Source: an optimization exercise on an open RTL-to-GDS flow (aim: small area). Production flows keep margins and buffers that such runs may drop. Function was checked by simulation only, so behaviour that the tests miss may differ from the original. No activity file was given, so power comes from the tool's default toggle rates.

==> flow/design.v <==
package pcie_cq_pkg;
   localparam int cq_data_w = 256;
   localparam int dw_w      = 32;
   localparam int half_w    = cq_data_w / 2;   
   localparam int len_w     = 11;              
   localparam int addr_w    = 11;              
   localparam int type_w    = 4;
   localparam int tc_w      = 3;
   localparam int attr_w    = 3;
   localparam int rid_w     = 16;
   localparam int tag_w     = 8;
   localparam int be_w      = 8;
   localparam logic [type_w-1:0] req_type_rd = 4'd0;   
   localparam logic [type_w-1:0] req_type_wr = 4'd1;   
   localparam int addr_lsb = 2;     
   localparam int len_lsb  = 64;
   localparam int type_lsb = 75;
   localparam int rid_lsb  = 80;
   localparam int tag_lsb  = 96;
   localparam int tc_lsb   = 121;
   localparam int attr_lsb = 124;
   localparam logic [len_w-1:0] head_dw = 11'd4;   
   localparam logic [len_w-1:0] beat_dw = 11'd8;   
   typedef struct packed {
      logic [cq_data_w-1:0] data;
      logic                 last;
      logic [be_w-1:0]      first_be;
   } cq_beat_t;
   typedef struct packed {
      logic [tc_w-1:0]   tc;
      logic [attr_w-1:0] attr;
      logic [len_w-1:0]  len;
      logic [rid_w-1:0]  rid;
      logic [tag_w-1:0]  tag;
      logic [be_w-1:0]   be;
      logic [addr_w-1:0] addr;
   } rd_req_t;
   typedef struct packed {
      logic                 start;   
      logic [len_w-1:0]     len;     
      logic [cq_data_w-1:0] data;
   } wr_evt_t;
   typedef struct packed {
      logic [cq_data_w-1:0] data;
      logic                 last;
   } fifo_word_t;
endpackage
package rx_monitor_pkg;
   localparam int window_cycles_default = 2500;
   localparam int count_w = 32;      
   localparam int hist_depth = 10;   
   typedef logic [hist_depth-1:0][count_w-1:0] tp_hist_t;
endpackage
`timescale 1ns/100ps
module cq_request_decoder (
   input  logic                  clk,
   input  logic                  rst_n,
   input  logic                  cq_valid_i,
   input  pcie_cq_pkg::cq_beat_t cq_beat_i,
   input  logic                  compl_done_i,
   input  logic                  flush_stall_i,
   output logic                  cq_ready_o,
   output logic                  req_compl_o,
   output pcie_cq_pkg::rd_req_t  rd_req_o,
   output logic                  hdr_evt_o,      
   output logic                  dat_evt_o,      
   output logic [pcie_cq_pkg::cq_data_w-1:0] beat_q_o    
);
   logic   ready_q;
   logic   in_pkt_q;    
   logic   wr_pkt_q;    
   logic   drain_q;     
   logic                           sop;
   logic                           take;
   logic [pcie_cq_pkg::type_w-1:0] hdr_type;
   logic [pcie_cq_pkg::len_w-1:0]  hdr_len;
   logic                           hdr_wr;
   logic                           hdr_rd1;
   logic                           rd_block;
   logic                           rd_hit;
   logic                           wr_beat;
   logic [pcie_cq_pkg::cq_data_w-1:0] beat_q;
   logic [pcie_cq_pkg::be_w-1:0]      be_q;
   assign sop      = cq_valid_i && !in_pkt_q;
   assign hdr_type = cq_beat_i.data[pcie_cq_pkg::type_lsb +: pcie_cq_pkg::type_w];
   assign hdr_len  = cq_beat_i.data[pcie_cq_pkg::len_lsb +: pcie_cq_pkg::len_w];
   assign hdr_wr   = hdr_type == pcie_cq_pkg::req_type_wr;
   assign hdr_rd1  = (hdr_type == pcie_cq_pkg::req_type_rd) &&
                     (hdr_len == pcie_cq_pkg::len_w'(1));     
   assign rd_block   = sop && hdr_rd1 && (hdr_evt_o || dat_evt_o || drain_q);
   assign cq_ready_o = ready_q && !flush_stall_i && !rd_block;
   assign take       = cq_valid_i && cq_ready_o;
   assign rd_hit     = take && sop && hdr_rd1;
   assign wr_beat    = take && (sop ? hdr_wr : wr_pkt_q);
   always_ff @(posedge clk) begin
      if (!rst_n) begin
         in_pkt_q <= 1'b0;
         wr_pkt_q <= 1'b0;
      end else if (take) begin
         in_pkt_q <= !cq_beat_i.last;
         wr_pkt_q <= !cq_beat_i.last && (sop ? hdr_wr : wr_pkt_q);
      end
   end
   always_ff @(posedge clk) begin
      if (!rst_n) begin
         ready_q     <= 1'b1;
         req_compl_o <= 1'b0;
      end else if (!req_compl_o) begin
         ready_q     <= !rd_hit;                
         req_compl_o <= rd_hit;
      end else if (compl_done_i) begin
         req_compl_o <= 1'b0;                   
      end
   end
   localparam logic [pcie_cq_pkg::cq_data_w-1:0] rd_fields =
      ({{(pcie_cq_pkg::cq_data_w-pcie_cq_pkg::addr_w){1'b0}}, {pcie_cq_pkg::addr_w{1'b1}}} << pcie_cq_pkg::addr_lsb) |
      ({{(pcie_cq_pkg::cq_data_w-pcie_cq_pkg::rid_w){1'b0}},  {pcie_cq_pkg::rid_w{1'b1}}}  << pcie_cq_pkg::rid_lsb)  |
      ({{(pcie_cq_pkg::cq_data_w-pcie_cq_pkg::tag_w){1'b0}},  {pcie_cq_pkg::tag_w{1'b1}}}  << pcie_cq_pkg::tag_lsb)  |
      ({{(pcie_cq_pkg::cq_data_w-pcie_cq_pkg::tc_w){1'b0}},   {pcie_cq_pkg::tc_w{1'b1}}}   << pcie_cq_pkg::tc_lsb)   |
      ({{(pcie_cq_pkg::cq_data_w-pcie_cq_pkg::attr_w){1'b0}}, {pcie_cq_pkg::attr_w{1'b1}}} << pcie_cq_pkg::attr_lsb);
   for (genvar i = 0; i < pcie_cq_pkg::cq_data_w; i++) begin : g_beat
      if (rd_fields[i]) begin : g_held
         always_ff @(posedge clk) begin
            if (ready_q) beat_q[i] <= cq_beat_i.data[i];
         end
      end else begin : g_free
         always_ff @(posedge clk) begin
            beat_q[i] <= cq_beat_i.data[i];
         end
      end
   end
   always_ff @(posedge clk) begin
      if (ready_q) be_q <= cq_beat_i.first_be;
   end
   assign beat_q_o = beat_q;
   assign rd_req_o.tc   = beat_q[pcie_cq_pkg::tc_lsb +: pcie_cq_pkg::tc_w];
   assign rd_req_o.attr = beat_q[pcie_cq_pkg::attr_lsb +: pcie_cq_pkg::attr_w];
   assign rd_req_o.len  = pcie_cq_pkg::len_w'(1);
   assign rd_req_o.rid  = beat_q[pcie_cq_pkg::rid_lsb +: pcie_cq_pkg::rid_w];
   assign rd_req_o.tag  = beat_q[pcie_cq_pkg::tag_lsb +: pcie_cq_pkg::tag_w];
   assign rd_req_o.be   = be_q;
   assign rd_req_o.addr = beat_q[pcie_cq_pkg::addr_lsb +: pcie_cq_pkg::addr_w];
   always_ff @(posedge clk) begin
      if (!rst_n) begin
         hdr_evt_o <= 1'b0;
         dat_evt_o <= 1'b0;
         drain_q   <= 1'b0;
      end else begin
         hdr_evt_o <= wr_beat && sop;
         dat_evt_o <= wr_beat && !sop;
         drain_q   <= flush_stall_i;   
      end
   end
endmodule
`timescale 1ns/100ps
module cq_write_packer (
   input  logic                    clk,
   input  logic                    rst_n,
   input  logic                    hdr_evt_i,    
   input  logic                    dat_evt_i,    
   input  logic [pcie_cq_pkg::cq_data_w-1:0] beat_i,
   output logic                    fifo_we_o,
   output pcie_cq_pkg::fifo_word_t fifo_word_o,
   output logic                    flush_stall_o
);
   localparam int n_dw = pcie_cq_pkg::half_w / pcie_cq_pkg::dw_w;   
   logic [pcie_cq_pkg::len_w-1:0]  rem_q;     
   logic [pcie_cq_pkg::half_w-1:0] hold_q;    
   logic [pcie_cq_pkg::cq_data_w-1:0] word_q;   
   logic [pcie_cq_pkg::len_w-1:0]  len;
   logic                           dat_evt;
   logic                           rem_nz;
   logic                           short_pkt;
   logic                           rem_gt_beat;
   logic                           rem_ends;
   logic                           flush_now;
   logic [pcie_cq_pkg::half_w-1:0] upper;
   logic [pcie_cq_pkg::half_w-1:0] lower;
   logic [n_dw-1:0]                hdr_dw;    
   logic [n_dw-1:0]                hold_dw;   
   logic [n_dw-1:0]                low_dw;    
   assign upper = beat_i[pcie_cq_pkg::cq_data_w-1 -: pcie_cq_pkg::half_w];
   assign lower = beat_i[pcie_cq_pkg::half_w-1:0];
   assign len   = beat_i[pcie_cq_pkg::len_lsb +: pcie_cq_pkg::len_w];
   assign rem_nz      = rem_q != '0;
   assign dat_evt     = dat_evt_i && rem_nz;
   assign short_pkt   = len <= pcie_cq_pkg::head_dw;   
   assign rem_gt_beat = rem_q > pcie_cq_pkg::beat_dw;
   assign rem_ends    = rem_gt_beat &&
                        (rem_q <= pcie_cq_pkg::beat_dw + pcie_cq_pkg::head_dw);
   assign flush_now   = rem_nz && (rem_q <= pcie_cq_pkg::head_dw);
   assign flush_stall_o = dat_evt && rem_ends;
   always_ff @(posedge clk) begin
      if (!rst_n) begin
         rem_q     <= '0;
         fifo_we_o <= 1'b0;
      end else begin
         fifo_we_o <= 1'b0;
         if (hdr_evt_i) begin
            fifo_we_o <= short_pkt;
            rem_q     <= short_pkt ? '0 : len;
         end else if (dat_evt) begin
            fifo_we_o <= 1'b1;
            rem_q     <= rem_gt_beat ? rem_q - pcie_cq_pkg::beat_dw : '0;
         end else if (flush_now) begin
            fifo_we_o <= 1'b1;                  
            rem_q     <= '0;
         end
      end
   end
   always_ff @(posedge clk) begin
      if (hdr_evt_i || dat_evt_i) hold_q <= upper;
   end
   for (genvar j = 0; j < n_dw; j++) begin : g_sel
      assign hdr_dw[j]  = hdr_evt_i && (len > j);
      assign hold_dw[j] = !hdr_evt_i && (rem_q > j);
      assign low_dw[j]  = dat_evt_i && (rem_q > j + n_dw);
   end
   always_ff @(posedge clk) begin
      for (int j = 0; j < n_dw; j++) begin
         word_q[j*pcie_cq_pkg::dw_w +: pcie_cq_pkg::dw_w] <=
            ({pcie_cq_pkg::dw_w{hdr_dw[j]}}  & upper[j*pcie_cq_pkg::dw_w +: pcie_cq_pkg::dw_w]) |
            ({pcie_cq_pkg::dw_w{hold_dw[j]}} & hold_q[j*pcie_cq_pkg::dw_w +: pcie_cq_pkg::dw_w]);
         word_q[pcie_cq_pkg::half_w + j*pcie_cq_pkg::dw_w +: pcie_cq_pkg::dw_w] <=
            {pcie_cq_pkg::dw_w{low_dw[j]}} & lower[j*pcie_cq_pkg::dw_w +: pcie_cq_pkg::dw_w];
      end
   end
   assign fifo_word_o = {word_q, !rem_nz};
endmodule
`timescale 1ns/100ps
module throughput_monitor #(
   parameter int window_cycles = rx_monitor_pkg::window_cycles_default
) (
   input  logic                     clk,
   input  logic                     rst_n,
   input  logic                     clear_i,
   input  logic                     sample_en_i,
   input  logic                     fifo_we_i,
   output rx_monitor_pkg::tp_hist_t tp_hist_o
);
   localparam bit short_win = (window_cycles >= 1) && (window_cycles <= 4095);
   localparam int cnt_w = short_win ? 12 : rx_monitor_pkg::count_w;
   localparam int win_w = short_win ? 12 : rx_monitor_pkg::count_w;
   function automatic logic [11:0] lfsr_next(input logic [11:0] s);
      lfsr_next = {s[10:0], ~(s[11] ^ s[10] ^ s[9] ^ s[3])};
   endfunction
   function automatic logic [11:0] lfsr_at(input int n);
      logic [11:0] s;
      s = '0;
      for (int i = 0; i < n; i++) s = lfsr_next(s);
      lfsr_at = s;
   endfunction
   logic [win_w-1:0] win_q;      
   logic [win_w-1:0] win_step;   
   logic [cnt_w-1:0] cnt_q;      
   logic             wrap;
   if (short_win) begin : g_lfsr
      localparam logic [11:0] win_last = lfsr_at(window_cycles - 1);
      assign wrap     = win_q == win_last;
      assign win_step = lfsr_next(win_q);
   end else begin : g_count
      assign wrap     = win_q == win_w'(window_cycles - 1);
      assign win_step = win_q + 1'b1;
   end
   always_ff @(posedge clk) begin
      if (!rst_n) begin
         win_q <= '0;
      end else if (clear_i) begin
         win_q <= '0;
      end else if (wrap) begin
         win_q <= '0;
      end else begin
         win_q <= win_step;
      end
   end
   always_ff @(posedge clk) begin
      if (!rst_n) begin
         cnt_q <= '0;
      end else if (clear_i) begin
         cnt_q <= '0;
      end else if (wrap) begin
         cnt_q <= {{(cnt_w-1){1'b0}}, fifo_we_i};
      end else if (fifo_we_i) begin
         cnt_q <= cnt_q + 1'b1;
      end
   end
   logic [rx_monitor_pkg::hist_depth*cnt_w-1:0] hist_q;
   logic hist_shift;
   logic hist_keep;
   assign hist_shift = rst_n && !clear_i && wrap && sample_en_i;
   assign hist_keep  = rst_n && !clear_i && !(wrap && sample_en_i);
   always_ff @(posedge clk) begin
      hist_q <= ({(rx_monitor_pkg::hist_depth*cnt_w){hist_shift}} &
                 {hist_q[(rx_monitor_pkg::hist_depth-1)*cnt_w-1:0], cnt_q}) |    
                ({(rx_monitor_pkg::hist_depth*cnt_w){hist_keep}} & hist_q);
   end
   logic [rx_monitor_pkg::hist_depth*rx_monitor_pkg::count_w-1:0] hist_flat;
   for (genvar i = 0; i < rx_monitor_pkg::hist_depth; i++) begin : g_hist
      assign hist_flat[i*rx_monitor_pkg::count_w +: rx_monitor_pkg::count_w] =
         rx_monitor_pkg::count_w'(hist_q[i*cnt_w +: cnt_w]);
   end
   assign tp_hist_o = hist_flat;
endmodule
`timescale 1ns/100ps
module rx_engine_top #(
   parameter int window_cycles = rx_monitor_pkg::window_cycles_default
) (
   input  logic                     clk,
   input  logic                     rst_n,
   input  logic                     cq_valid_i,
   input  pcie_cq_pkg::cq_beat_t    cq_beat_i,
   input  logic                     compl_done_i,
   input  logic                     tp_clear_i,
   input  logic                     tp_sample_en_i,
   output logic                     cq_ready_o,
   output logic                     req_compl_o,
   output pcie_cq_pkg::rd_req_t     rd_req_o,
   output logic                     fifo_we_o,
   output pcie_cq_pkg::fifo_word_t  fifo_word_o,
   output rx_monitor_pkg::tp_hist_t tp_hist_o
);
   logic                 hdr_evt;
   logic                 dat_evt;
   logic [pcie_cq_pkg::cq_data_w-1:0] beat_q;
   logic                 flush_stall;    
   cq_request_decoder u_decoder (
      .clk            (clk),
      .rst_n          (rst_n),
      .cq_valid_i     (cq_valid_i),
      .cq_beat_i      (cq_beat_i),
      .compl_done_i   (compl_done_i),
      .flush_stall_i  (flush_stall),
      .cq_ready_o     (cq_ready_o),
      .req_compl_o    (req_compl_o),
      .rd_req_o       (rd_req_o),
      .hdr_evt_o      (hdr_evt),
      .dat_evt_o      (dat_evt),
      .beat_q_o       (beat_q)
   );
   cq_write_packer u_packer (
      .clk            (clk),
      .rst_n          (rst_n),
      .hdr_evt_i      (hdr_evt),
      .dat_evt_i      (dat_evt),
      .beat_i         (beat_q),
      .fifo_we_o      (fifo_we_o),
      .fifo_word_o    (fifo_word_o),
      .flush_stall_o  (flush_stall)
   );
   throughput_monitor #(
      .window_cycles (window_cycles)
   ) u_monitor (
      .clk         (clk),
      .rst_n       (rst_n),
      .clear_i     (tp_clear_i),
      .sample_en_i (tp_sample_en_i),
      .fifo_we_i   (fifo_we_o),
      .tp_hist_o   (tp_hist_o)
   );
endmodule
==> flow/config.mk <==
export PLATFORM = sky130hd
export DESIGN_NAME = rx_engine_top
export DESIGN_NICKNAME = rx_engine_top
export VERILOG_FILES = /design/flow/design.v
export SDC_FILE = /design/flow/constraint.sdc
export NUM_CORES = 4
export LEC_CHECK = 0
export CAP_MARGIN = 20
export CORE_AREA = 2.5 2.5 317.5 317.5
export DIE_AREA = 0 0 320 320
export PLACE_DENSITY = 0.8
export SLEW_MARGIN = 20
export BUFFER_PORTS_ARGS = -buffer_cell sky130_fd_sc_hd__buf_1
export CTS_ARGS = -sink_clustering_enable -repair_clock_nets -dont_use_dummy_load -buf_list "sky130_fd_sc_hd__clkbuf_8" -sink_clustering_size 30 -sink_clustering_max_diameter 40
export SKIP_REPAIR_TIE_FANOUT = 1
==> flow/constraint.sdc <==
create_clock -name core_clock -period 5.0 [get_ports {clk}]
set_input_delay 1.0000 -clock core_clock [delete_from_list [all_inputs] [get_ports {clk}]]
set_output_delay 1.0000 -clock core_clock [all_outputs]
set_load 0.01 [all_outputs]
==> flow/flow/run.sh <==
#!/bin/bash
# Standard ORFS layout with two layout-only changes:
#  - port buffers are sky130_fd_sc_hd__buf_1 instead of the default pick
#  - CTS inserts no dummy balancing loads
# Each tool's output stays in orfs/logs; make's own output goes to make.log.
set -euo pipefail
cat >> config.mk <<'CFG'
export BUFFER_PORTS_ARGS = -buffer_cell sky130_fd_sc_hd__buf_1
export CTS_ARGS = -sink_clustering_enable -repair_clock_nets -dont_use_dummy_load -buf_list "sky130_fd_sc_hd__clkbuf_8" -sink_clustering_size 30 -sink_clustering_max_diameter 40
export SKIP_REPAIR_TIE_FANOUT = 1
CFG
bash standard.sh > make.log 2>&1
==> flow/standard.sh <==
#!/bin/bash
# synth_recipe.tcl (not shown) runs the flow's synth.tcl, then flattens the netlist and writes it again
# the make line also repeats each setting of config.mk as NAME=value (left out here)
make -C /OpenROAD-flow-scripts/flow DESIGN_CONFIG=/design/flow/config.mk WORK_HOME=/design/flow/orfs CLKGATE_MAP_FILE= SYNTH_SCRIPT=/design/flow/synth_recipe.tcl "${@:-finish}"
==> results of run 1 <==
registers in the layout, indices dropped and copies added, names as in the netlist:
register and flops:
u_packer.fifo_we_o 1, u_packer.word_q 256, u_monitor.hist_q 120, u_decoder.ready_q 1, u_monitor.win_q 12, u_decoder.be_q 8
u_decoder.req_compl_o 1, u_decoder.hdr_evt_o 1, u_decoder.wr_pkt_q 1, u_packer.rem_q 11, u_decoder.in_pkt_q 1, u_decoder.dat_evt_o 1
u_packer.hold_q 128, u_monitor.cnt_q 12, u_decoder.drain_q 1, u_decoder.beat_q 256
placed cells by master (no fill, tap or decap), drive strengths merged, types with 9 or more instances in the layout:
cell type,count
a21oi,13
and2,141
a22o,249
nand2,27
nor2,26
nor4,9
edfxtp,177
dfxtp,634
buf,718
clkbuf,88
cell families after synthesis:
family / share of synthesized area (%)
muxes: 0.0405
DFF: 72.9
xor gates and xnor gates: 0.390
and+or+nand+nor: 6.40
adders and majority gates: 0.253
AOI/OAI and AO/OA: 10.6
buffers and inverters: 9.35
other: 0.0304
metrics by stage:
stage / worst slack (ns) / instances
after floorplan: 2.09 / 1737
after global placement: 1.08 / 3412
after detailed placement: 1.07 / 3412
after CTS: 1.02 / 3500
after global routing: 0.938 / 3501
final: 1.09 / 3503
where the power goes:
group / leakage, nW / switching (mW) / internal, mW
registers: 6.86 / 0.0765 / 6.84
logic: 2.62 / 0.245 / 0.114
clock network: 0.633 / 2.01 / 1.55
metal layers:
metal | up-vias | track usage (%)
li1 | 6731 | -
met1 | 6794 | 12.6
met2 | 710 | 18.6
met3 | 145 | 4.12
met4 | 4 | 5.16
met5 | - | 0
cell usage after synthesis (all sizes together) (3+ instances only):
cell and n:
dfxtp 634, and3 4, nor2b 4, a211oi 3
and2 141, a32oi 3, nor2 26, a22o 249
nor4 9, nand3 7, edfxtp 177, o21a 6
nand2b 6, nand4 8, nor3 6, or2 4
xnor2 3, nand2 27, a31oi 7, a21oi 13
nor3b 3, inv 8, ha 5, xor2 8
or3 3, buf 276, clkbuf 53, o21ai 7
a22oi 3
worst paths after layout:
check,from,to,slack (ns),cells past startpoint
setup / recovery,u_packer.rem_q[3],cq_ready_o,1.09,7
setup reg to reg,u_packer.rem_q[3],u_packer.word_q[192],2.32,8
hold / removal,cq_beat_i[246],u_decoder.beat_q[237],0.33,1
hold reg to reg,u_decoder.beat_q[105],u_packer.word_q[233],0.36,1
layout make-up:
cell class / count / area share (%)
diodes: 2 / 0.0178
clock buffers: 88 / 4.30
flip-flops and latches: 811 / 64.0
multi-input cells: 589 / 15.8
well taps: 1287 / 5.72
repair buffers: 718 / 10.0
inverters: 8 / 0.107
==> flow_summary.yaml, run 1 <==
critical_path:
  worstPathMaxFanout: 8
  critical_path_class: "flip-flop to output pin"
  path_delay_family: "compound AO/OA/AOI/OAI gates"
  critPathSlowestCell: "dfxtp_1"
  cp_data_required_time_ns: 4.00
  critical_path_arrival_ns: 2.91
  crit_path_cell_trace: "inv_1, ha_1, nand2b_1, a311o_1, o31a_1, and2_4, buf_1"
  cp_slowest_stage_delay_ns: 0.49
  endpoint_kind: "output pin"
  critPathLaunchType: "flip-flop"
  path_buf_inv: 2
logic_synthesis:
  synth_warnings: 3
  yosys.area.top_type_share_pct: 51.4
  ys_ff_latch: 811
  synth_cell_type_count: 67
  synthCells: 1737
  synth_area_leaders: "dfxtp_1 51%, edfxtp_1 22%, a22o_1 8.8%"
  post_synth.cell_area_avg_um2: 14.2
  async_flop_share_pct: 0
  synth.yosys.seq_area_share_pct: 72.9
  mappedNetlistNets: 2013
  synthFlopType: "dfxtp_1"
  yosysTopAreaCell: "dfxtp_1"
  netlist_area_mm2: 0.0247
  number_of_enable_type_register_cells_in_the_synthesized_netlist: 177
floorplan:
  floorplan.die.width_um: 320
  dieArea_mm2: 0.102
  chipHeight_um: 320
  core_area_mm2: 0.0984
  floorplan.initialDensity_pct: 25.1
  core.rowCount: 115
  io_pins: 911
timing:
  final_period_minus_worst_setup_slack_ns: 3.91
  clock-skew-final_ns: 0.179
  timing_worst_slew_pin_value_ns: 1.08
  setup_viol: 0
  timing.fmax_mhz: 256
  fin_setup_tns_ns: 0
  rsz0062_at_grt: "false"
  final_max_slew_viol_count: 0
  finalHoldViolCount: 0
  max_slew_margin_pct: 27.9
  hold_slack_ns: 0.325
  post-route-period-util_pct: 78.2
cts:
  ctsHoldBuffers: 0
  cts_buffer_depth: 3
  clk_root_buffer_cell: "clkbuf_8"
  clk_transition_reported_paths_ns: 0.10
  cts_inserted_buffers: 88
  h-tree-depth: 3
  postCtsSetupRepairBufs: 0
  cts_resized: 0
  tritoncts_num_sinks: 811
  insertion_delay_ns: 0.76
  cts_tree: "yes"
global_routing:
  gr-total-overflow: 0
  grt_start_max_net_pins: 211
  grt_antenna_before_repair: 6
  first_global_vias: 14117
  globalRouteTotalUtil_pct: 11.1
  grt_pass1_wl_um: 86600
drt:
  drt_first_pass_iters: 4
  vias_per_cell: 4.11
  route.met2.wl_um: 29200
  wl_met1_um: 23500
  detailroute.wirelength.met3_um: 5290
  wl_per_cell_um: 17.3
  dr_total_vias: 14384
  route.antenna.remaining_nets: 0
  detail_route.wirelength_um: 60400
  remaining_drc_errors: 0
  detail_route.iter0.violations: 700
  top_signal_layer_used: "met5"
finish:
  layout.core_utilization_pct: 28.6
  multiInputGateArea_mm2: 0.00445
  design_area_final_mm2: 0.0281
  total_number_of_nets_in_the_final_design: 2492
  drive_gt1_share_pct: 6.23
  nFillCells: 9895
  regArea_mm2: 0.0180
  area_growth_pct: 13.9
power_and_ir_drop:
  power.ir.vdd_worst_v: 0.000312
  report.power.total_mw: 10.8
  static-leakage-power_nw: 10.1
  power.density_cell_area_mw_per_mm2: 385
hold_path:
  hold_path.class: "input port to flip-flop"
placed_design:
  place_area_mm2: 0.0269
  detailedPlacementHpwl_um: 44000
  numPortBuffers: 699
  gp_congestion: 0.811
run:
  drv_cap: 0
outcome:
  status: "timing/DRC/antenna clean"
==> run 2: changes to the inputs <==
--- a/flow/flow/run.sh
+++ b/flow/flow/run.sh
@@ -6,7 +6,7 @@
 set -euo pipefail
 cat >> config.mk <<'CFG'
 export BUFFER_PORTS_ARGS = -buffer_cell sky130_fd_sc_hd__buf_1
-export CTS_ARGS = -sink_clustering_enable -repair_clock_nets -dont_use_dummy_load -buf_list "sky130_fd_sc_hd__clkbuf_8" -sink_clustering_size 30 -sink_clustering_max_diameter 40
+export CTS_ARGS = -sink_clustering_enable -repair_clock_nets -dont_use_dummy_load -buf_list "sky130_fd_sc_hd__clkbuf_8" -sink_clustering_size 18 -sink_clustering_max_diameter 50
 export SKIP_REPAIR_TIE_FANOUT = 1
 CFG
 bash standard.sh > make.log 2>&1
==> flow/config.mk (replaced) <==
export PLATFORM = sky130hd
export DESIGN_NAME = rx_engine_top
export DESIGN_NICKNAME = rx_engine_top
export VERILOG_FILES = /design/flow/design.v
export SDC_FILE = /design/flow/constraint.sdc
export NUM_CORES = 4
export LEC_CHECK = 0
export CAP_MARGIN = 20
export CORE_AREA = 2.5 2.5 317.5 317.5
export DIE_AREA = 0 0 320 320
export PLACE_DENSITY = 0.92
export SLEW_MARGIN = 20
export BUFFER_PORTS_ARGS = -buffer_cell sky130_fd_sc_hd__buf_1
export CTS_ARGS = -sink_clustering_enable -repair_clock_nets -dont_use_dummy_load -buf_list "sky130_fd_sc_hd__clkbuf_8" -sink_clustering_size 18 -sink_clustering_max_diameter 50
export SKIP_REPAIR_TIE_FANOUT = 1
==> run 2 against run 1 <==
Still clean on timing, DRC and antenna. Cell area is 0.89% lower. Synthesized cell count unchanged. Fmax grew 2.9%. Sequential power barely moved. Setup slack improved by 0.11 ns. First-iteration DRC count increased by 31%. Synthesized area did not move. Combinational power hardly changed. Clock power is 9.3% lower. Non-clock buffer count shrank 2. Wire length is 1.8% higher. Largest power group unchanged. Highest routed layer unchanged.
==> flow_summary.yaml, run 2 <==
finish:
  area_growth_pct: 12.9
  layout.core_utilization_pct: 28.3
  design_area_final_mm2: 0.0279
  final_common_cell: "buf_1"
  drive_gt1_share_pct: 5.42
  regs_by_ff_count: "u_decoder.beat_q (256), u_packer.word_q (256), u_packer.hold_q (128)"
  final_cell_mix: "699 x buf_1, 633 x dfxtp_1, 249 x a22o_1"
  total_number_of_nets_in_the_final_design: 2473
logic_synthesis:
  synth.top_cells.by_count: "634 x dfxtp_1, 255 x buf_4, 249 x a22o_1"
  netlist_area_mm2: 0.0247
  synth_area_leaders: "dfxtp_1 51%, edfxtp_1 22%, a22o_1 8.8%"
  synth_warnings: 3
  mappedNetlistNets: 2013
  async_flop_share_pct: 0
  most_common_cell_in_the_synthesized_netlist: "dfxtp_1"
  yosysTopAreaCell: "dfxtp_1"
  ys_ff_latch: 811
  post_synth.cell_area_avg_um2: 14.2
  synthCells: 1737
  synth.yosys.seq_area_share_pct: 72.9
  synthFlopType: "dfxtp_1"
  yosys.area.top_type_share_pct: 51.4
  number_of_enable_type_register_cells_in_the_synthesized_netlist: 177
  synth_cell_type_count: 67
critical_path:
  worstPathMaxFanout: 8
  critical_path_class: "flip-flop to output pin"
  crit_path_cell_trace: "inv_1, ha_1, nand2b_1, a311o_1, o31a_1, and2_4, buf_1"
  reg2reg_setup_slack_ns: 2.29
  path_buf_inv: 2
  critPathLaunchType: "flip-flop"
  critical_path_arrival_ns: 2.80
  path_delay_family: "compound AO/OA/AOI/OAI gates"
  cp_data_required_time_ns: 4.00
  cp_slowest_stage_delay_ns: 0.49
  critPathSlowestCell: "dfxtp_1"
  endpoint_kind: "output pin"
power_and_ir_drop:
  power.density_cell_area_mw_per_mm2: 377
  pwr-share-clk_pct: 30.7
  p_int_mw: 8.22
  switching_share_pct: 21.8
  combinationalPowerShare_pct: 3.4
  switchingPower_mw: 2.29
  static-leakage-power_nw: 9.98
  power.ir.vdd_worst_v: 0.000307
  sequentialPowerShare_pct: 65.8
placed_design:
  place_area_mm2: 0.0269
  gp_congestion: 0.814
  detailedPlacementHpwl_um: 45000
  numPortBuffers: 699
cts:
  clk_transition_reported_paths_ns: 0.10
  ctsHoldBuffers: 0
  postCtsSetupRepairBufs: 0
  tritoncts_num_sinks: 811
  clk_root_buffer_cell: "clkbuf_8"
  insertion_delay_ns: 0.72
  cts_tree: "yes"
  cts_resized: 0
  cts_inserted_buffers: 71
  cts_buffer_depth: 3
  h-tree-depth: 3
timing:
  timing.fmax_mhz: 263
  hold_slack_ns: 0.358
  fin_setup_tns_ns: 0
  final_max_slew_viol_count: 0
  max_slew_margin_pct: 40.7
  finalHoldViolCount: 0
  rsz0062_at_grt: "false"
  timing_worst_slew_pin_value_ns: 0.882
  post-route-period-util_pct: 76.0
  clock-skew-final_ns: 0.122
  final_period_minus_worst_setup_slack_ns: 3.80
  setup_viol: 0
global_routing:
  grt_pass1_wl_um: 88500
  gr-total-overflow: 0
  globalRouteTotalUtil_pct: 11.4
  grt_start_max_net_pins: 211
  grt_antenna_before_repair: 10
  first_global_vias: 14607
floorplan:
  core.rowCount: 115
  io_pins: 911
  dieArea_mm2: 0.102
  floorplan.initialDensity_pct: 25.1
  core_area_mm2: 0.0984
  floorplan.die.width_um: 320
  chipHeight_um: 320
hold_path:
  hold_path.class: "flip-flop to flip-flop"
drt:
  detail_route.wirelength_um: 61500
  drt_first_pass_iters: 5
  detail_route.iter0.violations: 917
  route.antenna.remaining_nets: 0
  wl_per_cell_um: 17.6
  vias_per_cell: 4.19
  remaining_drc_errors: 0
  dr_total_vias: 14610
run:
  drv_cap: 0
outcome:
  status: "timing/DRC/antenna clean"
## run 2: cell counts after synthesis
No cell type changed its count.
## run 2: final timing paths
kind / end / startpoint / depth (start not counted)
worst min register to register: u_packer.hold_q[1] / u_decoder.beat_q[129] / 0
worst min-delay path: u_packer.hold_q[1] / u_decoder.beat_q[129] / 0
worst max-delay path: cq_ready_o / u_packer.rem_q[3] / 7
worst max register to register: u_monitor.hist_q[116] / u_monitor.win_q[10] / 7
## run 2: final cells by class
cell class	count	area, um^2
antenna	5	12.5
sequential	811	18000
tap	1287	1610
fill	9784	70500
inverter	8	30.0
multi-input combinational	589	4450
clock buffer	71	977
timing repair buffer	716	2790
## run 2: cells by family (layout without fill, tap and decap cells)
logic type               count (synthesis)  in the layout  share of synthesized area (%)
AO/OA/AOI/OAI                          309            309                           10.6
XOR/XNOR                                11             11                          0.390
adder cells (fa/ha/maj)                  5              5                          0.253
buffers and inverters                  337            795                           9.35
flip-flops                             811            811                           72.9
multiplexers                             1              1                         0.0405
other                                    2              7                         0.0304
AND/OR/NAND/NOR                        261            261                           6.40
## run 2: power groups by stage
stage               logic, mW  registers [mW]  clock network, mW
finish                  0.360            6.92               3.23
global route            0.393            6.93               3.57
CTS                     0.358            6.92               3.37
detailed placement      0.356            7.07                  0
global placement        0.346            7.06                  0
floorplan               0.314            7.05                  0
## run 2: layer usage
layer / share of wire (%) / vias to the layer above / global-route usage, %
li1: - / 6693 / -
met1: 38 / 6988 / 12.7
met2: 48 / 768 / 19.0
met3: 9.3 / 151 / 4.01
met4: 4.7 / 10 / 6.13
met5: 0.11 / - / 0
## run 2: through the flow
stage	cells	setup WS [ns]	total power, mW
2_1_floorplan	1737	2.09	7.36
3_3_place_gp	3410	1.20	7.40
3_5_place_dp	3410	1.15	7.42
4_1_cts	3481	1.06	10.6
5_1_grt	3482	0.979	10.9
6_report	3487	1.20	10.5
==> run 3: changes to the inputs <==
--- a/flow/config.mk
+++ b/flow/config.mk
@@ -8,7 +8,7 @@
 export CAP_MARGIN = 20
 export CORE_AREA = 2.5 2.5 317.5 317.5
 export DIE_AREA = 0 0 320 320
-export PLACE_DENSITY = 0.92
+export PLACE_DENSITY = 0.8
 export SLEW_MARGIN = 20
 export BUFFER_PORTS_ARGS = -buffer_cell sky130_fd_sc_hd__buf_1
 export CTS_ARGS = -sink_clustering_enable -repair_clock_nets -dont_use_dummy_load -buf_list "sky130_fd_sc_hd__clkbuf_8" -sink_clustering_size 18 -sink_clustering_max_diameter 50
==> run 3 against run 2 <==
Still clean on timing, DRC and antenna. Critical path depth down 1. Final cell count unchanged. Combinational power is essentially flat. Via count down 2.4%. Fmax is 2.4% lower. Power rose by 0.18%. Clock-buffer cell count rose by 1. Cell area rose by 0.11%. Critical path type is now input port to output pin.
==> flow_summary.yaml, run 3 <==
drt:
  top_signal_layer_used: "met5"
  detailroute.wirelength.met3_um: 5120
  dr_total_vias: 14265
  detail_route.wirelength_um: 60400
  remaining_drc_errors: 0
  route.met2.wl_um: 28900
  detail_route.iter0.violations: 719
  vias_per_cell: 4.09
  wl_met1_um: 23700
  wl_per_cell_um: 17.3
  route.antenna.remaining_nets: 0
  drt_first_pass_iters: 5
finish:
  final_common_cell: "buf_1"
  area_growth_pct: 13.0
  total_number_of_nets_in_the_final_design: 2476
  regArea_mm2: 0.0180
  nFillCells: 9909
  multiInputGateArea_mm2: 0.00445
  design_area_final_mm2: 0.0279
  drive_gt1_share_pct: 5.55
  regs_by_ff_count: "u_decoder.beat_q (256), u_packer.word_q (256), u_packer.hold_q (128)"
  final_cell_mix: "699 x buf_1, 633 x dfxtp_1, 249 x a22o_1"
  instances_no_fill: 3487
cts:
  cts_inserted_buffers: 72
  cts_buffer_depth: 3
  clk_transition_reported_paths_ns: 0.10
  insertion_delay_ns: 0.71
  tritoncts_num_sinks: 811
  h-tree-depth: 3
  ctsHoldBuffers: 0
  postCtsSetupRepairBufs: 0
  cts_resized: 0
  cts_tree: "yes"
  clk_root_buffer_cell: "clkbuf_8"
logic_synthesis:
  synth.top_cells.by_count: "634 x dfxtp_1, 255 x buf_4, 249 x a22o_1"
  synth_warnings: 3
  number_of_enable_type_register_cells_in_the_synthesized_netlist: 177
  netlist_area_mm2: 0.0247
  mappedNetlistNets: 2013
  post_synth.cell_area_avg_um2: 14.2
  yosysTopAreaCell: "dfxtp_1"
  synthCells: 1737
  synthFlopType: "dfxtp_1"
  ys_ff_latch: 811
  async_flop_share_pct: 0
  synth_cell_type_count: 67
  synth_area_leaders: "dfxtp_1 51%, edfxtp_1 22%, a22o_1 8.8%"
  yosys.area.top_type_share_pct: 51.4
  synth.yosys.seq_area_share_pct: 72.9
  most_common_cell_in_the_synthesized_netlist: "dfxtp_1"
global_routing:
  grt_start_max_net_pins: 211
  first_global_vias: 14013
  globalRouteTotalUtil_pct: 11.1
  gr-total-overflow: 0
  grt_pass1_wl_um: 86600
  grt_antenna_before_repair: 7
placed_design:
  place_area_mm2: 0.0269
  detailedPlacementHpwl_um: 44000
  placed_cells: 3412
  gp_congestion: 0.811
  preCtsSetupSlack_ns: 1.07
  numPortBuffers: 699
critical_path:
  critPathLaunchType: "input port"
  crit_path_end: "cq_ready_o"
  r2r.worst_path.cells: 8
  reg2reg_to: "u_packer.word_q[192]"
  reg2reg_setup_slack_ns: 2.39
  rr_startpoint: "u_packer.rem_q[4]"
  critical_path.startpoint: "cq_beat_i[84]"
  endpoint_kind: "output pin"
  cp_data_required_time_ns: 4.00
  critical_path_arrival_ns: 2.89
  critical_path_class: "input port to output pin"
  worstPathMaxFanout: 4
timing:
  max_slew_margin_pct: 30.5
  timing.fmax_mhz: 257
  worst_slack_ns: 1.11
  final_period_minus_worst_setup_slack_ns: 3.89
  final_max_slew_viol_count: 0
  rsz0062_at_grt: "false"
  clock-skew-final_ns: 0.111
  finalHoldViolCount: 0
  timing_worst_slew_pin_value_ns: 1.04
  post-route-period-util_pct: 77.9
  hold_slack_ns: 0.360
  fin_setup_tns_ns: 0
  setup_viol: 0
floorplan:
  core_area_mm2: 0.0984
  floorplan.initialDensity_pct: 25.1
  io_pins: 911
  dieArea_mm2: 0.102
  floorplan.die.width_um: 320
  chipHeight_um: 320
  core.rowCount: 115
hold_path:
  hold_path.class: "flip-flop to flip-flop"
power_and_ir_drop:
  static-leakage-power_nw: 10.0
  sequentialPowerShare_pct: 65.7
  p_int_mw: 8.24
  pwr-share-clk_pct: 30.9
  switching_share_pct: 21.8
  power.ir.vdd_worst_v: 0.000322
  power.density_cell_area_mw_per_mm2: 377
  combinationalPowerShare_pct: 3.4
  switchingPower_mw: 2.29
outcome:
  status: "timing/DRC/antenna clean"
run:
  drv_cap: 0
==> run 3: cell counts after synthesis <==
Identical to the previous run, type by type.
==> run 3: worst max-delay path, cell delays in order <==
cell     delay [ns]
buf_1          0.31
nor4_1         0.35
and4b_1        0.40
nand4_1        0.37
and2_4         0.32
buf_1          0.13
==> run 3: power by group through the flow <==
| stage | Sequential, mW | Clock, mW | Combinational, mW |
|---|---|---|---|
| after global routing | 6.93 | 3.63 | 0.394 |
| after floorplan | 7.05 | 0 | 0.314 |
| final | 6.91 | 3.25 | 0.359 |
| after detailed placement | 7.06 | 0 | 0.356 |
| after global placement | 7.06 | 0 | 0.349 |
| after CTS | 6.92 | 3.41 | 0.357 |
==> run 3: worst min-delay path by stage <==
stage	startpoint	to	slack (ns)	depth (start not counted)
after global placement	u_decoder.beat_q[114]	u_packer.word_q[242]	0.41	1
after floorplan	u_decoder.beat_q[105]	u_packer.word_q[233]	0.41	1
after CTS	cq_beat_i[252]	u_decoder.beat_q[243]	0.24	1
final	u_decoder.beat_q[79]	u_packer.word_q[207]	0.36	1
after global routing	cq_beat_i[248]	u_decoder.beat_q[239]	0.27	1
after detailed placement	u_decoder.beat_q[18]	u_packer.word_q[146]	0.41	1
==> run 3: through the flow <==
step                      total power, mW  util, %
after CTS                            10.7     28.3
after global placement               7.41     27.3
after global routing                 10.9     28.4
after floorplan                      7.36        -
after detailed placement             7.42     27.3
final                                10.5     28.4
==> run 3: cell families (layout without fill, tap and decap cells) <==
logic type	Yosys count	count (layout)	synth area share, %
fa+ha+maj	5	5	0.253
xor+xnor	11	11	0.390
mux	1	1	0.0405
compound gates	309	309	10.6
other cells	2	4	0.0304
flops	811	811	72.9
buf+inv	337	798	9.35
simple gates	261	261	6.40
==> run 3: final cells by class <==
type                       instances  area share (%)
sequential                       811            64.5
multi-input combinational        589            15.9
timing repair buffer             718            10.1
tap                             1287            5.77
clock buffer                      72            3.55
inverter                           8           0.108
antenna                            2          0.0179
==> run 3: metal layers <==
| metal | up-vias | GRT usage (%) |
|---|---|---|
| met2 | 666 | 18.4 |
| li1 | 6698 | - |
| met5 | - | 0 |
| met3 | 149 | 3.70 |
| met1 | 6748 | 12.8 |
| met4 | 4 | 5.67 |
==> run 4: changes to the inputs <==
--- a/flow/flow/run.sh
+++ b/flow/flow/run.sh
@@ -6,7 +6,7 @@
 set -euo pipefail
 cat >> config.mk <<'CFG'
 export BUFFER_PORTS_ARGS = -buffer_cell sky130_fd_sc_hd__buf_1
-export CTS_ARGS = -sink_clustering_enable -repair_clock_nets -dont_use_dummy_load -buf_list "sky130_fd_sc_hd__clkbuf_8" -sink_clustering_size 18 -sink_clustering_max_diameter 50
+export CTS_ARGS = -sink_clustering_enable -repair_clock_nets -dont_use_dummy_load -buf_list "sky130_fd_sc_hd__clkbuf_16" -sink_clustering_size 36 -sink_clustering_max_diameter 50
 export SKIP_REPAIR_TIE_FANOUT = 1
 CFG
 bash standard.sh > make.log 2>&1
==> flow/config.mk (replaced) <==
export PLATFORM = sky130hd
export DESIGN_NAME = rx_engine_top
export DESIGN_NICKNAME = rx_engine_top
export VERILOG_FILES = /design/flow/design.v
export SDC_FILE = /design/flow/constraint.sdc
export NUM_CORES = 4
export LEC_CHECK = 0
export CAP_MARGIN = 20
export CORE_AREA = 2.5 2.5 317.5 317.5
export DIE_AREA = 0 0 320 320
export PLACE_DENSITY = 0.92
export SLEW_MARGIN = 20
export BUFFER_PORTS_ARGS = -buffer_cell sky130_fd_sc_hd__buf_1
export CTS_ARGS = -sink_clustering_enable -repair_clock_nets -dont_use_dummy_load -buf_list "sky130_fd_sc_hd__clkbuf_16" -sink_clustering_size 36 -sink_clustering_max_diameter 50
export SKIP_REPAIR_TIE_FANOUT = 1
==> run 4 against run 3 <==
Via count up 1.9%. Die area unchanged. Clock-buffer cell count down 12. Synthesized area unchanged. Clock skew down 0.00079 ns. Register-to-register slack worse by 0.12 ns. Global-route usage up 0.18 points. Sequential share of layout area down 1.1 points. Cell area up 1.8%. Setup slack better by 0.13 ns. Largest power group unchanged.
==> flow_summary.yaml, run 4 <==
drt:
  drt_first_pass_iters: 7
  wl_per_cell_um: 17.7
  remaining_drc_errors: 0
  route.antenna.remaining_nets: 0
  dr_total_vias: 14540
  detail_route.iter0.violations: 860
  vias_per_cell: 4.18
  detail_route.wirelength_um: 61400
logic_synthesis:
  async_flop_share_pct: 0
  synth_warnings: 3
  synth_area_leaders: "dfxtp_1 51%, edfxtp_1 22%, a22o_1 8.8%"
  most_common_cell_in_the_synthesized_netlist: "dfxtp_1"
  netlist_area_mm2: 0.0247
  synthFlopType: "dfxtp_1"
  synth.yosys.seq_area_share_pct: 72.9
  post_synth.cell_area_avg_um2: 14.2
  synth_cell_type_count: 67
  yosys.area.top_type_share_pct: 51.4
  mappedNetlistNets: 2013
  number_of_enable_type_register_cells_in_the_synthesized_netlist: 177
  synth.top_cells.by_count: "634 x dfxtp_1, 255 x buf_4, 249 x a22o_1"
  yosysTopAreaCell: "dfxtp_1"
  ys_ff_latch: 811
  synthCells: 1737
global_routing:
  grt_start_max_net_pins: 211
  grt_pass1_wl_um: 88600
  first_global_vias: 14582
  grt_antenna_before_repair: 10
  gr-total-overflow: 0
  globalRouteTotalUtil_pct: 11.3
finish:
  total_number_of_nets_in_the_final_design: 2462
  area_growth_pct: 15.0
  design_area_final_mm2: 0.0284
  final_cell_mix: "699 x buf_1, 633 x dfxtp_1, 249 x a22o_1"
  final_common_cell: "buf_1"
  layout.core_utilization_pct: 28.9
  regs_by_ff_count: "u_decoder.beat_q (256), u_packer.word_q (256), u_packer.hold_q (128)"
  drive_gt1_share_pct: 4.95
  nFillCells: 9724
timing:
  rsz0062_at_grt: "false"
  post-route-period-util_pct: 75.4
  timing_worst_slew_pin_value_ns: 0.871
  timing.fmax_mhz: 265
  fin_setup_tns_ns: 0
  max_slew_margin_pct: 41.4
  setup_viol: 0
  worst_slack_ns: 1.23
  finalHoldViolCount: 0
  final_max_slew_viol_count: 0
  clock-skew-final_ns: 0.110
  final_period_minus_worst_setup_slack_ns: 3.77
floorplan:
  chipHeight_um: 320
  io_pins: 911
  dieArea_mm2: 0.102
  core_area_mm2: 0.0984
  floorplan.die.width_um: 320
  floorplan.initialDensity_pct: 25.1
  core.rowCount: 115
power_and_ir_drop:
  report.power.total_mw: 11.4
  combinationalPowerShare_pct: 3.2
  switching_share_pct: 20.8
  p_int_mw: 9.04
  static-leakage-power_nw: 10.2
  pwr-share-clk_pct: 36.3
  switchingPower_mw: 2.38
  power.density_cell_area_mw_per_mm2: 402
  power.ir.vdd_worst_v: 0.000376
  sequentialPowerShare_pct: 60.6
placed_design:
  place_area_mm2: 0.0269
  numPortBuffers: 699
  preCtsSetupSlack_ns: 1.15
  detailedPlacementHpwl_um: 45000
  gp_congestion: 0.814
cts:
  insertion_delay_ns: 0.69
  h-tree-depth: 2
  ctsHoldBuffers: 0
  clk_transition_reported_paths_ns: 0.11
  cts_inserted_buffers: 60
  cts_buffer_depth: 3
  cts_tree: "yes"
  clk_root_buffer_cell: "clkbuf_16"
  tritoncts_num_sinks: 811
  cts_resized: 0
  postCtsSetupRepairBufs: 0
critical_path:
  critPathLaunchType: "flip-flop"
  critical_path_class: "flip-flop to output pin"
  endpoint_kind: "output pin"
  cp_data_required_time_ns: 4.00
  worstPathMaxFanout: 8
  critical_path_arrival_ns: 2.77
hold_path:
  hold_path.class: "input port to flip-flop"
outcome:
  status: "timing/DRC/antenna clean"
run:
  drv_cap: 0
[run 4: final timing paths]
kind                              start               endpoint  slack, ns  depth (start not counted)
setup / recovery      u_packer.rem_q[3]             cq_ready_o       1.23                          7
hold / removal            cq_beat_i[65]   u_decoder.beat_q[56]       0.39                          1
setup reg to reg    u_monitor.win_q[10]  u_monitor.hist_q[116]       2.27                          7
hold reg to reg   u_decoder.beat_q[207]    u_packer.hold_q[79]       0.39                          0
[run 4: power by group through the flow]
stage | clock network [mW] | registers (mW) | logic, mW
2_1_floorplan | 0 | 7.05 | 0.314
3_3_place_gp | 0 | 7.06 | 0.346
3_5_place_dp | 0 | 7.07 | 0.356
4_1_cts | 4.28 | 6.92 | 0.359
5_1_grt | 4.48 | 6.93 | 0.393
6_report | 4.14 | 6.92 | 0.361
[run 4: layout make-up]
class	instances	area (um^2)	share of cell area [%]
Sequential cell	811	18000	63.4
Multi-Input combinational cell	589	4450	15.7
Timing Repair Buffer	716	2790	9.82
Tap cell	1287	1610	5.67
Clock buffer	60	1500	5.28
Inverter	8	30.0	0.106
Antenna cell	8	20.0	0.0705
[run 4: stage by stage]
step           hold slack, ns  instances
2_1_floorplan           0.406       1737
3_3_place_gp            0.406       3410
3_5_place_dp            0.410       3410
4_1_cts                 0.305       3470
5_1_grt                 0.331       3471
6_report                0.387       3479
[run 4: routing by layer]
metal	up-vias	GRT usage, %	wire length [um]
met2	704	19.3	29700
met1	6998	12.7	23700
li1	6689	-	-
met3	145	3.77	5510
met4	4	5.36	2530
met5	-	0	27
[run 4: logic make-up (layout without fill, tap and decap cells)]
logic type	after synthesis	in the layout	synth area share, %
mux	1	1	0.0405
other cells	2	10	0.0304
buf+inv	337	784	9.35
flops	811	811	72.9
xor+xnor	11	11	0.390
compound gates	309	309	10.6
simple gates	261	261	6.40
fa+ha+maj	5	5	0.253
[run 4: critical path, stage by stage, from the launching register on]
cell      delay (ns)
dfxtp_1         0.49
inv_1           0.13
ha_1            0.27
nand2b_1        0.18
a311o_1         0.38
o31a_1          0.36
and2_4          0.19
buf_1           0.13
==> run 5: changes to the inputs <==
--- a/flow/flow/run.sh
+++ b/flow/flow/run.sh
@@ -6,7 +6,7 @@
 set -euo pipefail
 cat >> config.mk <<'CFG'
 export BUFFER_PORTS_ARGS = -buffer_cell sky130_fd_sc_hd__buf_1
-export CTS_ARGS = -sink_clustering_enable -repair_clock_nets -dont_use_dummy_load -buf_list "sky130_fd_sc_hd__clkbuf_16" -sink_clustering_size 36 -sink_clustering_max_diameter 50
+export CTS_ARGS = -sink_clustering_enable -repair_clock_nets -dont_use_dummy_load -buf_list "sky130_fd_sc_hd__clkbuf_8" -sink_clustering_size 21 -sink_clustering_max_diameter 50
 export SKIP_REPAIR_TIE_FANOUT = 1
 CFG
 bash standard.sh > make.log 2>&1
--- a/flow/config.mk
+++ b/flow/config.mk
@@ -11,5 +11,5 @@
 export PLACE_DENSITY = 0.92
 export SLEW_MARGIN = 20
 export BUFFER_PORTS_ARGS = -buffer_cell sky130_fd_sc_hd__buf_1
-export CTS_ARGS = -sink_clustering_enable -repair_clock_nets -dont_use_dummy_load -buf_list "sky130_fd_sc_hd__clkbuf_16" -sink_clustering_size 36 -sink_clustering_max_diameter 50
+export CTS_ARGS = -sink_clustering_enable -repair_clock_nets -dont_use_dummy_load -buf_list "sky130_fd_sc_hd__clkbuf_8" -sink_clustering_size 21 -sink_clustering_max_diameter 50
 export SKIP_REPAIR_TIE_FANOUT = 1
==> run 5 against run 4 <==
Core utilization shrank 0.57 points. Highest routed layer unchanged. Combinational power about the same. Critical endpoint unchanged. Power decreased by 8.4%. Sequential power hardly changed. Critical path depth unchanged. Clock skew rose by 0.0032 ns. Wire length up 0.23%. Worst hold slack lost 0.025 ns. Register-to-register slack lost 0.05 ns. Setup slack got worse by 0.029 ns.
==> flow_summary.yaml, run 5 <==
global_routing:
  globalRouteTotalUtil_pct: 11.4
  grt_start_max_net_pins: 211
  grt_antenna_before_repair: 9
  gr-total-overflow: 0
  grt_pass1_wl_um: 88500
  first_global_vias: 14540
drt:
  dr_total_vias: 14572
  detail_route.iter0.violations: 835
  vias_per_cell: 4.18
  detail_route.wirelength_um: 61600
  wl_per_cell_um: 17.7
  drt_first_pass_iters: 5
  remaining_drc_errors: 0
  route.antenna.remaining_nets: 0
cts:
  ctsHoldBuffers: 0
  postCtsSetupRepairBufs: 0
  clk_transition_reported_paths_ns: 0.11
  cts_tree: "yes"
  cts_resized: 0
  clk_root_buffer_cell: "clkbuf_8"
  h-tree-depth: 3
  cts_inserted_buffers: 69
  insertion_delay_ns: 0.72
  tritoncts_num_sinks: 811
  cts_buffer_depth: 3
power_and_ir_drop:
  power.density_cell_area_mw_per_mm2: 375
  combinationalPowerShare_pct: 3.4
  switching_share_pct: 21.8
  pwr-share-clk_pct: 30.4
  power.ir.vdd_worst_v: 0.000305
  switchingPower_mw: 2.28
  sequentialPowerShare_pct: 66.1
  static-leakage-power_nw: 9.97
  p_int_mw: 8.18
placed_design:
  place_area_mm2: 0.0269
  numPortBuffers: 699
  detailedPlacementHpwl_um: 45000
  placed_cells: 3410
  gp_congestion: 0.814
critical_path:
  cp_data_required_time_ns: 4.00
  critical_path_arrival_ns: 2.80
  critical_path_class: "flip-flop to output pin"
  worstPathMaxFanout: 8
  critPathLaunchType: "flip-flop"
  endpoint_kind: "output pin"
logic_synthesis:
  synth_area_leaders: "dfxtp_1 51%, edfxtp_1 22%, a22o_1 8.8%"
  post_synth.cell_area_avg_um2: 14.2
  synthCells: 1737
  async_flop_share_pct: 0
  synth_cell_type_count: 67
  synthFlopType: "dfxtp_1"
  synth_warnings: 3
  number_of_enable_type_register_cells_in_the_synthesized_netlist: 177
  yosys.area.top_type_share_pct: 51.4
  most_common_cell_in_the_synthesized_netlist: "dfxtp_1"
  yosysTopAreaCell: "dfxtp_1"
  ys_ff_latch: 811
  synth.yosys.seq_area_share_pct: 72.9
  mappedNetlistNets: 2013
  synth.top_cells.by_count: "634 x dfxtp_1, 255 x buf_4, 249 x a22o_1"
  netlist_area_mm2: 0.0247
timing:
  hold_slack_ns: 0.362
  timing.fmax_mhz: 263
  final_period_minus_worst_setup_slack_ns: 3.80
  rsz0062_at_grt: "false"
  post-route-period-util_pct: 76.0
  final_max_slew_viol_count: 0
  clock-skew-final_ns: 0.113
  finalHoldViolCount: 0
  max_slew_margin_pct: 38.5
  timing_worst_slew_pin_value_ns: 0.914
  fin_setup_tns_ns: 0
  setup_viol: 0
floorplan:
  core_area_mm2: 0.0984
  dieArea_mm2: 0.102
  floorplan.initialDensity_pct: 25.1
  io_pins: 911
  core.rowCount: 115
  floorplan.die.width_um: 320
  chipHeight_um: 320
finish:
  final_cell_mix: "699 x buf_1, 633 x dfxtp_1, 249 x a22o_1"
  final_common_cell: "buf_1"
  nFillCells: 9800
  regs_by_ff_count: "u_decoder.beat_q (256), u_packer.word_q (256), u_packer.hold_q (128)"
  total_number_of_nets_in_the_final_design: 2471
  area_growth_pct: 12.8
  drive_gt1_share_pct: 5.34
  instances_no_fill: 3486
  design_area_final_mm2: 0.0279
hold_path:
  hold_path.class: "input port to flip-flop"
outcome:
  status: "timing/DRC/antenna clean"
run:
  drv_cap: 0
## run 5: changes by cell type in the layout (fill, tap and decap cells not counted), sizes merged
cell    change
clkbuf      +9
diode       -2
## run 5: metrics by stage
stage / setup WS, ns / total power [mW] / util [%]
final: 1.20 / 10.5 / 28.3
after global routing: 0.974 / 10.9 / 28.3
after CTS: 1.08 / 10.6 / 28.3
after detailed placement: 1.15 / 7.42 / 27.3
after global placement: 1.20 / 7.40 / 27.3
after floorplan: 2.09 / 7.36 / -
## run 5: cells by family after synthesis
| group | Yosys count | synth area share [%] |
|---|---|---|
| multiplexers | 1 | 0.0405 |
| buffers and inverters | 337 | 9.35 |
| adder cells (fa/ha/maj) | 5 | 0.253 |
| other | 2 | 0.0304 |
| AND/OR/NAND/NOR | 261 | 6.40 |
| XOR/XNOR | 11 | 0.390 |
| flip-flops | 811 | 72.9 |
| AO/OA/AOI/OAI | 309 | 10.6 |
## run 5: final timing paths
path | start | to | slack (ns) | depth (start not counted)
setup / recovery | u_packer.rem_q[3] | cq_ready_o | 1.20 | 7
hold / removal | cq_beat_i[235] | u_decoder.beat_q[226] | 0.36 | 1
setup reg to reg | u_monitor.win_q[10] | u_monitor.hist_q[116] | 2.22 | 7
hold reg to reg | u_packer.hold_q[26] | u_packer.word_q[26] | 0.39 | 1
## run 5: layer usage
metal  track usage, %  share of wire, %
met3             4.22               8.8
met1             12.7                39
met4             4.66               3.7
met5                0              0.11
met2             19.4                49
## run 5: area by class of cell
class                   instances  area, um^2  area share (%)
flip-flops and latches        811       18000            64.6
multi-input cells             589        4450            16.0
repair buffers                716        2790            10.0
well taps                    1287        1610            5.78
clock buffers                  69         950            3.41
inverters                       8        30.0           0.108
diodes                          6        15.0          0.0539
## run 5: power groups by stage
stage          clock, mW  combinational (mW)  sequential, mW
2_1_floorplan          0               0.314            7.05
3_3_place_gp           0               0.346            7.06
3_5_place_dp           0               0.356            7.07
4_1_cts             3.31               0.359            6.92
5_1_grt             3.52               0.393            6.93
6_report            3.18               0.361            6.92
## run 5: worst max-delay path: stages, from the launching register on
cell      delay [ns]
dfxtp_1         0.49
inv_1           0.13
ha_1            0.27
nand2b_1        0.18
a311o_1         0.38
o31a_1          0.36
and2_4          0.20
buf_1           0.13
==> run 6: changes to the inputs <==
==> flow/flow/run.sh (replaced) <==
#!/bin/bash
# The standard ORFS layout (standard.sh, unchanged synthesis) with these
# layout-only settings added to config.mk:
#  - port buffers are sky130_fd_sc_hd__buf_1 instead of the default pick
#  - CTS builds the tree from clkbuf_8 with sink clusters of at most 21 flops
#    within 50 um, and inserts no dummy balancing loads
#  - tie cells are not duplicated per load: one tie-low cell drives all
#    constant-0 outputs, one tie-high cell the constant-1 output
# ORFS writes each tool's full log under orfs/logs/; make's own output goes
# to make.log in the work folder.
set -euo pipefail
cat >> config.mk <<'CFG'
export BUFFER_PORTS_ARGS = -buffer_cell sky130_fd_sc_hd__buf_1
export CTS_ARGS = -sink_clustering_enable -repair_clock_nets -dont_use_dummy_load -buf_list "sky130_fd_sc_hd__clkbuf_8" -sink_clustering_size 21 -sink_clustering_max_diameter 50
export SKIP_REPAIR_TIE_FANOUT = 1
CFG
bash standard.sh > make.log 2>&1
--- a/flow/config.mk
+++ b/flow/config.mk
@@ -8,6 +8,8 @@
 export CAP_MARGIN = 20
 export CORE_AREA = 2.5 2.5 317.5 317.5
 export DIE_AREA = 0 0 320 320
+export GPL_ROUTABILITY_DRIVEN = 0
+export GPL_TIMING_DRIVEN = 0
 export PLACE_DENSITY = 0.92
 export SLEW_MARGIN = 20
 export BUFFER_PORTS_ARGS = -buffer_cell sky130_fd_sc_hd__buf_1
==> run 6 against run 5 <==
Largest power group unchanged. Synthesized cell count stayed put. Fmax fell by 1.8%. Clock skew down 0.012 ns. Global-route usage is 0.82 points higher.
==> flow_summary.yaml, run 6 <==
critical_path:
  crit_path_cell_trace: "inv_1, ha_1, nand2b_1, a311o_1, o31a_1, and2_4, buf_1"
  critPathLaunchType: "flip-flop"
  worstPathMaxFanout: 8
  path_delay_family: "compound AO/OA/AOI/OAI gates"
  path_buf_inv: 2
  critical_path.startpoint: "u_packer.rem_q[3]"
  cp_slowest_stage_delay_ns: 0.50
  critical_path_arrival_ns: 2.87
  critical_path_class: "flip-flop to output pin"
  reg2reg_setup_slack_ns: 2.03
  critPathSlowestCell: "dfxtp_1"
  crit_cells: 7
  reg2reg_to: "u_packer.word_q[199]"
  rr_startpoint: "u_packer.rem_q[4]"
  r2r.worst_path.cells: 8
  cp_data_required_time_ns: 4.00
  endpoint_kind: "output pin"
  crit_path_end: "cq_ready_o"
power_and_ir_drop:
  switchingPower_mw: 2.31
  switching_share_pct: 21.9
  static-leakage-power_nw: 11.4
  report.power.total_mw: 10.6
  combinationalPowerShare_pct: 4.9
  power.density_cell_area_mw_per_mm2: 353
  power.ir.vdd_worst_v: 0.000343
  sequentialPowerShare_pct: 65.5
  pwr-share-clk_pct: 29.6
  p_int_mw: 8.25
logic_synthesis:
  post_synth.cell_area_avg_um2: 14.2
  synth_cell_type_count: 67
  synthCells: 1737
  yosysTopAreaCell: "dfxtp_1"
  synth.yosys.seq_area_share_pct: 72.9
  synthFlopType: "dfxtp_1"
  synth_warnings: 3
  mappedNetlistNets: 2013
  yosys.area.top_type_share_pct: 51.4
  ys_ff_latch: 811
  most_common_cell_in_the_synthesized_netlist: "dfxtp_1"
  number_of_enable_type_register_cells_in_the_synthesized_netlist: 177
  netlist_area_mm2: 0.0247
  synth_area_leaders: "dfxtp_1 51%, edfxtp_1 22%, a22o_1 8.8%"
  async_flop_share_pct: 0
  synth.top_cells.by_count: "634 x dfxtp_1, 255 x buf_4, 249 x a22o_1"
cts:
  cts_buffer_depth: 3
  cts_tree: "yes"
  clk_root_buffer_cell: "clkbuf_8"
  tritoncts_num_sinks: 811
  postCtsSetupRepairBufs: 0
  h-tree-depth: 3
  ctsHoldBuffers: 0
  cts_resized: 0
  clk_transition_reported_paths_ns: 0.12
  insertion_delay_ns: 0.71
  cts_inserted_buffers: 66
drt:
  dr_total_vias: 15837
  detail_route.iter0.violations: 880
  drt_first_pass_iters: 5
  route.antenna.remaining_nets: 0
  remaining_drc_errors: 0
  vias_per_cell: 4.17
  wl_per_cell_um: 17.7
  detail_route.wirelength_um: 67200
timing:
  final_max_slew_viol_count: 0
  setup_viol: 0
  timing.fmax_mhz: 259
  fin_setup_tns_ns: 0
  final_period_minus_worst_setup_slack_ns: 3.87
  post-route-period-util_pct: 77.3
  timing_worst_slew_pin_value_ns: 0.842
  clock-skew-final_ns: 0.101
  rsz0062_at_grt: "false"
  finalHoldViolCount: 0
  max_slew_margin_pct: 43.9
floorplan:
  dieArea_mm2: 0.102
  core_area_mm2: 0.0984
  floorplan.initialDensity_pct: 25.1
  io_pins: 911
  floorplan.die.width_um: 320
  chipHeight_um: 320
  core.rowCount: 115
finish:
  total_number_of_nets_in_the_final_design: 2783
  final_common_cell: "buf_1"
  final_cell_mix: "700 x buf_1, 633 x dfxtp_1, 255 x buf_4"
  area_growth_pct: 21.3
  regs_by_ff_count: "u_decoder.beat_q (256), u_packer.word_q (256), u_packer.hold_q (128)"
  instances_no_fill: 3797
  design_area_final_mm2: 0.0300
  drive_gt1_share_pct: 14.9
placed_design:
  numPortBuffers: 699
  detailedPlacementHpwl_um: 51600
  place_area_mm2: 0.0290
  placed_cells: 3726
global_routing:
  grt_antenna_before_repair: 11
  grt_pass1_wl_um: 94200
  gr-total-overflow: 0
  grt_start_max_net_pins: 211
  globalRouteTotalUtil_pct: 12.2
  first_global_vias: 15677
hold_path:
  hold_path.class: "input port to flip-flop"
outcome:
  status: "timing/DRC/antenna clean"
run:
  drv_cap: 0
run 6: cell count changes in the layout (fill, tap and decap cells not counted), moves of 2 or more:
cell / delta
buf_2: +13
a21oi_4: -2
buf_4: +242
buf_6: +5
clkbuf_1: +51
a21oi_1: +2
run 6: layout make-up:
cell class                      instances  area [um^2]
Fill cell                            9646        68500
Sequential cell                       811        18000
Multi-Input combinational cell        589         4410
Timing Repair Buffer                  702         2700
Buffer                                329         2280
Tap cell                             1287         1610
Clock buffer                           66          908
Inverter                                8         30.0
Antenna cell                            5         12.5
run 6: layer usage:
| metal | vias up | part of all wire (%) | track usage (%) |
|---|---|---|---|
| li1 | 7326 | - | - |
| met1 | 7470 | 38 | 13.3 |
| met2 | 862 | 49 | 20.9 |
| met3 | 175 | 9.0 | 4.12 |
| met4 | 4 | 4.4 | 6.23 |
| met5 | - | 0.051 | 0 |
run 6: logic make-up after synthesis:
| kind of cell | count (synthesis) | share of synthesized area, % |
|---|---|---|
| flops | 811 | 72.9 |
| other cells | 2 | 0.0304 |
| compound gates | 309 | 10.6 |
| simple gates | 261 | 6.40 |
| buf+inv | 337 | 9.35 |
| mux | 1 | 0.0405 |
| fa+ha+maj | 5 | 0.253 |
| xor+xnor | 11 | 0.390 |
run 6: worst reg2reg max path: stages, from the launching register on:
cell and delay [ns]:
dfxtp_1 0.37, inv_1 0.15, ha_1 0.27, nor3b_2 0.56, nand2_1 0.19, a21boi_0 0.17, o21a_1 0.38, clkbuf_1 0.37
and2_1 0.33
run 6: how the worst min path moves through the flow:
stage,slack (ns),startpoint,cells after the start,endpoint
after floorplan,0.41,u_decoder.beat_q[105],1,u_packer.word_q[233]
after global placement,0.41,u_decoder.beat_q[110],1,u_packer.word_q[238]
after detailed placement,0.41,u_decoder.beat_q[42],1,u_packer.word_q[170]
after CTS,0.24,cq_beat_i[260],1,u_decoder.beat_q[251]
after global routing,0.25,cq_beat_i[67],1,u_decoder.beat_q[58]
final,0.35,cq_beat_i[209],1,u_decoder.beat_q[200]
run 6: metrics by stage:
stage	setup WS [ns]	util, %	hold WS [ns]
after floorplan	2.09	-	0.406
after global placement	0.974	29.4	0.406
after detailed placement	1.17	29.5	0.410
after CTS	1.05	30.4	0.239
after global routing	0.964	30.4	0.252
final	1.13	30.4	0.353
run 6: power groups by stage:
stage | sequential [mW] | combinational, mW | clock, mW
after global placement | 7.06 | 0.498 | 0
after floorplan | 7.05 | 0.314 | 0
after CTS | 6.92 | 0.512 | 3.26
after detailed placement | 7.06 | 0.510 | 0
final | 6.92 | 0.518 | 3.13
after global routing | 6.93 | 0.557 | 3.45

[port drivers added, routing unchanged]
How much do the figures lean on ideal ports? The routed layouts below were timed once more, with nothing changed but the port constraints.
Step 1 sets driving cells, clkbuf_16 on the clock port and buf_2 on the other inputs (assumed; they add their load-dependent delay and slew).
Step 2 adds t to the input delays and takes it off the output delays; t is the mean of the earliest and latest rising clock arrival at the registers after step 1. Input paths then give back, and output paths get back, about the clock's delay inside the block.
Three values: ideal, step 1, step 2; two values: the first two.
run	t, ns	setup slack, ns	hold WS [ns]	worst setup path at the end	latest minus earliest clock arrival (ns)
run 1	0.726	1.091 / 1.034 / 1.080	0.325 / 0.298 / 0.356	input to output	0.179 / 0.179
run 2	0.717	1.200 / 1.142 / 1.236	0.358 / 0.332 / 0.358	input to output	0.125 / 0.125
run 3	0.709	1.106 / 1.075 / 1.075	0.360 / 0.346 / 0.360	input to output	0.118 / 0.118
run 4	0.687	1.231 / 1.174 / 1.227	0.387 / 0.351 / 0.390	input to output	0.125 / 0.126
run 5	0.713	1.202 / 1.147 / 1.236	0.362 / 0.332 / 0.387	input to output	0.122 / 0.122
run 6	0.703	1.135 / 1.082 / 1.262	0.353 / 0.324 / 0.375	input to output	0.153 / 0.153
After both steps setup and hold are still met in every run listed. The setup slack of run 3, which loses most, moves by -0.031 ns with the drivers and by -0.031 ns with both steps.
